Context: an optimization exercise on an open-source flow, tuned for small area and a short achievable clock period. The choices shown serve that exercise and are no tape-out recipe. Where RTL was checked, it was by simulation tests only, not by an equivalence proof against the original. Power and IR drop assume default switching activity.

## BackEnd
module BackEnd (
    input  wire logic         Clock,
    input  wire logic         rst,
    input  wire logic [144:0] Issue,
    input  wire logic         IssueValid,
    output wire logic [37:0]  WriteBack
);
    localparam int Words = BackEndPkg::DataMemWords;
    BackEndPkg::IssueBundle iss;
    assign iss = Issue;
    logic [31:0] opA, opB;
    assign opA = iss.OperandA;
    assign opB = iss.OperandB;
    logic        subtract;
    logic [31:0] addB;
    logic [31:0] sum;
    logic        carryIn;
    assign subtract = iss.Op == BackEndPkg::AluSub;
    assign addB     = opB ^ {32{subtract}};
    assign {sum, carryIn} = {opA, 1'b1} + {addB, subtract};
    logic signedCompare;
    logic lessThan;
    assign signedCompare = iss.Op == BackEndPkg::AluSlt;
    assign lessThan = {opA[31] ^ signedCompare, opA[30:0]} < {opB[31] ^ signedCompare, opB[30:0]};
    logic [4:0]  shamt;
    logic [31:0] shl, shr;
    logic [31:0] logicValue;
    assign shamt = opB[4:0];
    assign shl   = opA << shamt;
    assign shr   = 32'($signed({iss.Op[1] & opA[31], opA}) >>> shamt);
    always_comb begin
        case (iss.Op)
            BackEndPkg::AluOr:   logicValue = opA | opB;
  ...
Size: about 7800 cells after synthesis, ~190 I/O pins, ~93000 µm² of cells after synthesis.
export LEC_CHECK = 0
export ABC_AREA = 1
export CAP_MARGIN = 20
export CORE_MARGIN = 2
export CORE_UTILIZATION = 40
export CTS_CLUSTER_DIAMETER = 70
export CTS_CLUSTER_SIZE = 25
export PLACE_DENSITY = 0.6
export SETUP_SLACK_MARGIN = 2.5
export SLEW_MARGIN = 20
export SYNTH_MEMORY_MAX_BITS = 16384
create_clock -name core_clock -period 5.0 [get_ports {Clock}]
standard.sh (not shown) runs the stock make flow with config.mk's settings and CLKGATE_MAP_FILE= SYNTH_SCRIPT=/design/flow/synth_recipe.tcl, a recipe that flattens the netlist after the stock synthesis.
==> flow/flow/run.sh <==
#!/bin/bash
# Own layout flow: the standard synthesis unchanged, then the standard
# ORFS steps with a few resizer and clock-tree settings changed:
#  - the resizer may swap a cell for any cell of the same function, not only
#    one with the same footprint (so port buffers and delay cells can become
#    plain buffers of the right size);
#  - ports are buffered with buf_4 instead of the default choice;
#  - clock-tree sink clusters of up to 25 sinks within 70 um, no dummy loads.
# Each step's full output goes to a log file in this folder.
set -euo pipefail
bash standard.sh synth > synth.log 2>&1
bash standard.sh \
  MATCH_CELL_FOOTPRINT=0 \
  "BUFFER_PORTS_ARGS=-buffer_cell sky130_fd_sc_hd__buf_4" \
  "CTS_ARGS=-sink_clustering_enable -repair_clock_nets -sink_clustering_size 25 -sink_clustering_max_diameter 70 -dont_use_dummy_load" \
  finish > layout.log 2>&1
The first run completed with no timing, DRC or antenna violations.
Edit:
--- a/flow/design.v
+++ b/flow/design.v
@@ -81,17 +81,17 @@
     assign iss = Issue;
     logic [31:0] opA, opB;
     assign opA = iss.OperandA;
     assign opB = iss.OperandB;
     logic        subtract;
     logic [31:0] addB;
     logic [31:0] sum;
     logic        carryIn;
-    assign subtract = iss.Op == BackEndPkg::AluSub;
+    assign subtract = iss.Op[0];
     assign addB     = opB ^ {32{subtract}};
     assign {sum, carryIn} = {opA, 1'b1} + {addB, subtract};
     logic signedCompare;
     logic lessThan;
     assign signedCompare = iss.Op == BackEndPkg::AluSlt;
     assign lessThan = {opA[31] ^ signedCompare, opA[30:0]} < {opB[31] ^ signedCompare, opB[30:0]};
     logic [4:0]  shamt;
     logic [31:0] shl, shr;
@@ -243,49 +243,36 @@
     logic             sign;
     always_comb begin
         for (int w = 0; w < Words; w++)
             wordSign[w] = |(mSignLane & {memBits[w*32 + 31], memBits[w*32 + 23],
                                          memBits[w*32 + 15], memBits[w*32 + 7]});
     end
     assign sign = |(mWordSel & wordSign);
     logic [7:0]  r0, r1, r2, r3;
-    logic [31:0] base;
+    logic [31:0] base, wbData;
     assign {r3, r2, r1, r0} = readWord;
     assign base = ({32{mSelSum}} & mSum) | ({32{mSelOther}} & mOther)
                 | {31'd0, mSelLess & mLess};
+    always_comb begin
+        wbData[7:0]   = base[7:0]
+                      | ({8{mSel0Lane[0]}} & r0) | ({8{mSel0Lane[1]}} & r1)
+                      | ({8{mSel0Lane[2]}} & r2) | ({8{mSel0Lane[3]}} & r3);
+        wbData[15:8]  = base[15:8]
+                      | ({8{mSel1Lane1}} & r1) | ({8{mSel1Lane3}} & r3) | {8{mFill1 & sign}};
+        wbData[23:16] = base[23:16] | ({8{mSelHiLane}} & r2) | {8{mFillHi & sign}};
+        wbData[31:24] = base[31:24] | ({8{mSelHiLane}} & r3) | {8{mFillHi & sign}};
+    end
     logic        wEnable;
     logic [4:0]  wDest;
-    logic [31:0] wBase, wRead;
-    logic [3:0]  wSel0Lane;
-    logic        wSel1Lane1, wSel1Lane3, wSelHiLane;
-    logic        wFill1, wFill2, wFill3;
+    logic [31:0] wData;
     always_ff @(posedge Clock) begin
-        wEnable    <= mEnable & ~rst;
-        wDest      <= mDest;
-        wBase      <= base;
-        wRead      <= readWord;
-        wSel0Lane  <= mSel0Lane;
-        wSel1Lane1 <= mSel1Lane1;
-        wSel1Lane3 <= mSel1Lane3;
-        wSelHiLane <= mSelHiLane;
-        wFill1     <= mFill1 & sign;
-        wFill2     <= mFillHi & sign;
-        wFill3     <= mFillHi & sign;
-    end
-    logic [7:0]  q0, q1, q2, q3;
-    logic [31:0] wData;
-    assign {q3, q2, q1, q0} = wRead;
-    always_comb begin
-        wData[7:0]   = wBase[7:0]
-                     | ({8{wSel0Lane[0]}} & q0) | ({8{wSel0Lane[1]}} & q1)
-                     | ({8{wSel0Lane[2]}} & q2) | ({8{wSel0Lane[3]}} & q3);
-        wData[15:8]  = wBase[15:8] | ({8{wSel1Lane1}} & q1) | ({8{wSel1Lane3}} & q3) | {8{wFill1}};
-        wData[23:16] = wBase[23:16] | ({8{wSelHiLane}} & q2) | {8{wFill2}};
-        wData[31:24] = wBase[31:24] | ({8{wSelHiLane}} & q3) | {8{wFill3}};
+        wEnable <= mEnable & ~rst;
+        wDest   <= mDest;
+        wData   <= wbData;
     end
     BackEndPkg::RegWritePort writeBackPort;
     assign writeBackPort.Enable = wEnable;
     assign writeBackPort.Dest   = wDest;
     assign writeBackPort.Data   = wData;
     assign WriteBack = writeBackPort;
 endmodule
 `default_nettype wire
What happened:
- die area came out higher by about 1.6%
- power went up by about 2.2%
- clock skew falls by 0.0036 ns
- routed wire length is higher by about 14%
- design area grows by about 4%
- worst setup slack improved by 0.21 ns
- clock-buffer cell count grows by 14
- fmax rose by 7.8%
- hold slack loses 0.019 ns
- cell count increases by 5.2%
- synthesized area rises by about 1.6%
No functional check of the RTL was part of the first run of this note.

Another version of the RTL of BackEnd (not shown whole).
Size: roughly 2,300 flip-flops, about 190 I/O pins, ~0.094 mm2 of cells after synthesis.
Settings: LEC_CHECK=0, ABC_AREA=1, CAP_MARGIN=20, CORE_MARGIN=2, CORE_UTILIZATION=40, CTS_CLUSTER_DIAMETER=70, CTS_CLUSTER_SIZE=25, PLACE_DENSITY=0.6, SETUP_SLACK_MARGIN=2.5, SLEW_MARGIN=20, SYNTH_MEMORY_MAX_BITS=16384; clock period 5.0 ns.
Scripts as last shown in full above: flow/flow/run.sh
==> next run, changes <==
--- a/flow/design.v
+++ b/flow/design.v
@@ -80,19 +80,19 @@
     BackEndPkg::IssueBundle iss;
     assign iss = Issue;
     logic [31:0] opA, opB;
     assign opA = iss.OperandA;
     assign opB = iss.OperandB;
     logic        subtract;
     logic [31:0] addB;
     logic [31:0] sum;
     logic        carryIn;
-    assign subtract = iss.Op[0];
+    assign subtract = iss.Op == BackEndPkg::AluSub;
     assign addB     = opB ^ {32{subtract}};
     assign {sum, carryIn} = {opA, 1'b1} + {addB, subtract};
     logic signedCompare;
     logic lessThan;
     assign signedCompare = iss.Op == BackEndPkg::AluSlt;
     assign lessThan = {opA[31] ^ signedCompare, opA[30:0]} < {opB[31] ^ signedCompare, opB[30:0]};
     logic [4:0]  shamt;
     logic [31:0] shl, shr;
     logic [31:0] logicValue;
@@ -242,46 +242,37 @@
     logic [Words-1:0] wordSign;
     logic             sign;
     always_comb begin
         for (int w = 0; w < Words; w++)
             wordSign[w] = |(mSignLane & {memBits[w*32 + 31], memBits[w*32 + 23],
                                          memBits[w*32 + 15], memBits[w*32 + 7]});
     end
     assign sign = |(mWordSel & wordSign);
     logic [7:0]  r0, r1, r2, r3;
-    logic [31:0] base;
+    logic [31:0] base, wbData;
     assign {r3, r2, r1, r0} = readWord;
     assign base = ({32{mSelSum}} & mSum) | ({32{mSelOther}} & mOther)
                 | {31'd0, mSelLess & mLess};
-    logic [31:0] partA;
-    logic [15:0] partB;
-    logic        partFill;
-    always_comb begin
-        partA[7:0]   = base[7:0] | ({8{mSel0Lane[0]}} & r0) | ({8{mSel0Lane[1]}} & r1);
-        partB[7:0]   = ({8{mSel0Lane[2]}} & r2) | ({8{mSel0Lane[3]}} & r3);
-        partA[15:8]  = base[15:8] | ({8{mSel1Lane1}} & r1);
-        partB[15:8]  = ({8{mSel1Lane3}} & r3) | {8{mFill1 & sign}};
-        partA[23:16] = base[23:16] | ({8{mSelHiLane}} & r2);
-        partA[31:24] = base[31:24] | ({8{mSelHiLane}} & r3);
-        partFill     = mFillHi & sign;
+    always_comb begin
+        wbData[7:0]   = base[7:0]
+                      | ({8{mSel0Lane[0]}} & r0) | ({8{mSel0Lane[1]}} & r1)
+                      | ({8{mSel0Lane[2]}} & r2) | ({8{mSel0Lane[3]}} & r3);
+        wbData[15:8]  = base[15:8]
+                      | ({8{mSel1Lane1}} & r1) | ({8{mSel1Lane3}} & r3) | {8{mFill1 & sign}};
+        wbData[23:16] = base[23:16] | ({8{mSelHiLane}} & r2) | {8{mFillHi & sign}};
+        wbData[31:24] = base[31:24] | ({8{mSelHiLane}} & r3) | {8{mFillHi & sign}};
     end
     logic        wEnable;
     logic [4:0]  wDest;
-    logic [31:0] wPartA;
-    logic [15:0] wPartB;
-    logic        wPartFill;
     logic [31:0] wData;
     always_ff @(posedge Clock) begin
-        wEnable   <= mEnable & ~rst;
-        wDest     <= mDest;
-        wPartA    <= partA;
-        wPartB    <= partB;
-        wPartFill <= partFill;
-    end
-    assign wData = wPartA | {{16{wPartFill}}, wPartB};
+        wEnable <= mEnable & ~rst;
+        wDest   <= mDest;
+        wData   <= wbData;
+    end
     BackEndPkg::RegWritePort writeBackPort;
     assign writeBackPort.Enable = wEnable;
     assign writeBackPort.Dest   = wDest;
     assign writeBackPort.Data   = wData;
     assign WriteBack = writeBackPort;
 endmodule
 `default_nettype wire
The changed run finished with timing, DRC and antenna clean.
Clock-buffer cell count shrinks by 11.
Power shrinks by 1.6%.
Core utilization grows by 0.54 points.
Combinational power grows by 4.5%.
Sequential power barely changes.
Worst setup slack improved by 0.051 ns.
Design area shrinks by 0.37%.
Final cell count grows by 0.42%.
Global-route usage shrinks by 5.0 points.
Die area shrinks by 1.8%.
Register-to-register slack improved by 0.05 ns.
Hold slack improved by 0.048 ns.
Non-clock buffer count grows by 92.
Critical path depth grows by 2.
No functional check of the RTL was part of the first run of this note.

==> re-timing with driven ports <==
The flow's constraints put no driver on any port. The routed layouts listed below were extracted and timed again, unchanged, in two steps. Step 1: set_driving_cell puts a clkbuf_16 on Clock and a buf_2 on each other input, an assumption about the parent block. Step 2 also shifts input and output timing later by t, the mid clock arrival at the registers, as if the neighbouring blocks saw the same clock. a / b / c = ideal ports / drivers / drivers and shift; a / b = the first two.
run	t (ns)	setup WS [ns]	latest minus earliest clock arrival (ns)	worst slew at a driven data input, ns	cell pins on the clock port's net
the first run of note 1	0.859	2.060 / 1.964 / 1.366	0.140 / 0.140	0.30	1
the second run of note 1	0.903	2.274 / 2.274 / 1.376	0.133 / 0.134	0.27	1
the first run of note 2	0.933	2.148 / 2.111 / 1.268	0.120 / 0.120	0.35	1
the second run of note 2	0.897	2.200 / 2.200 / 1.423	0.182 / 0.182	0.23	1
After both steps setup and hold are still met in every run listed. The setup slack of the second run of note 1, which loses most, moves by 0.000 ns with the drivers and by -0.898 ns with both steps.
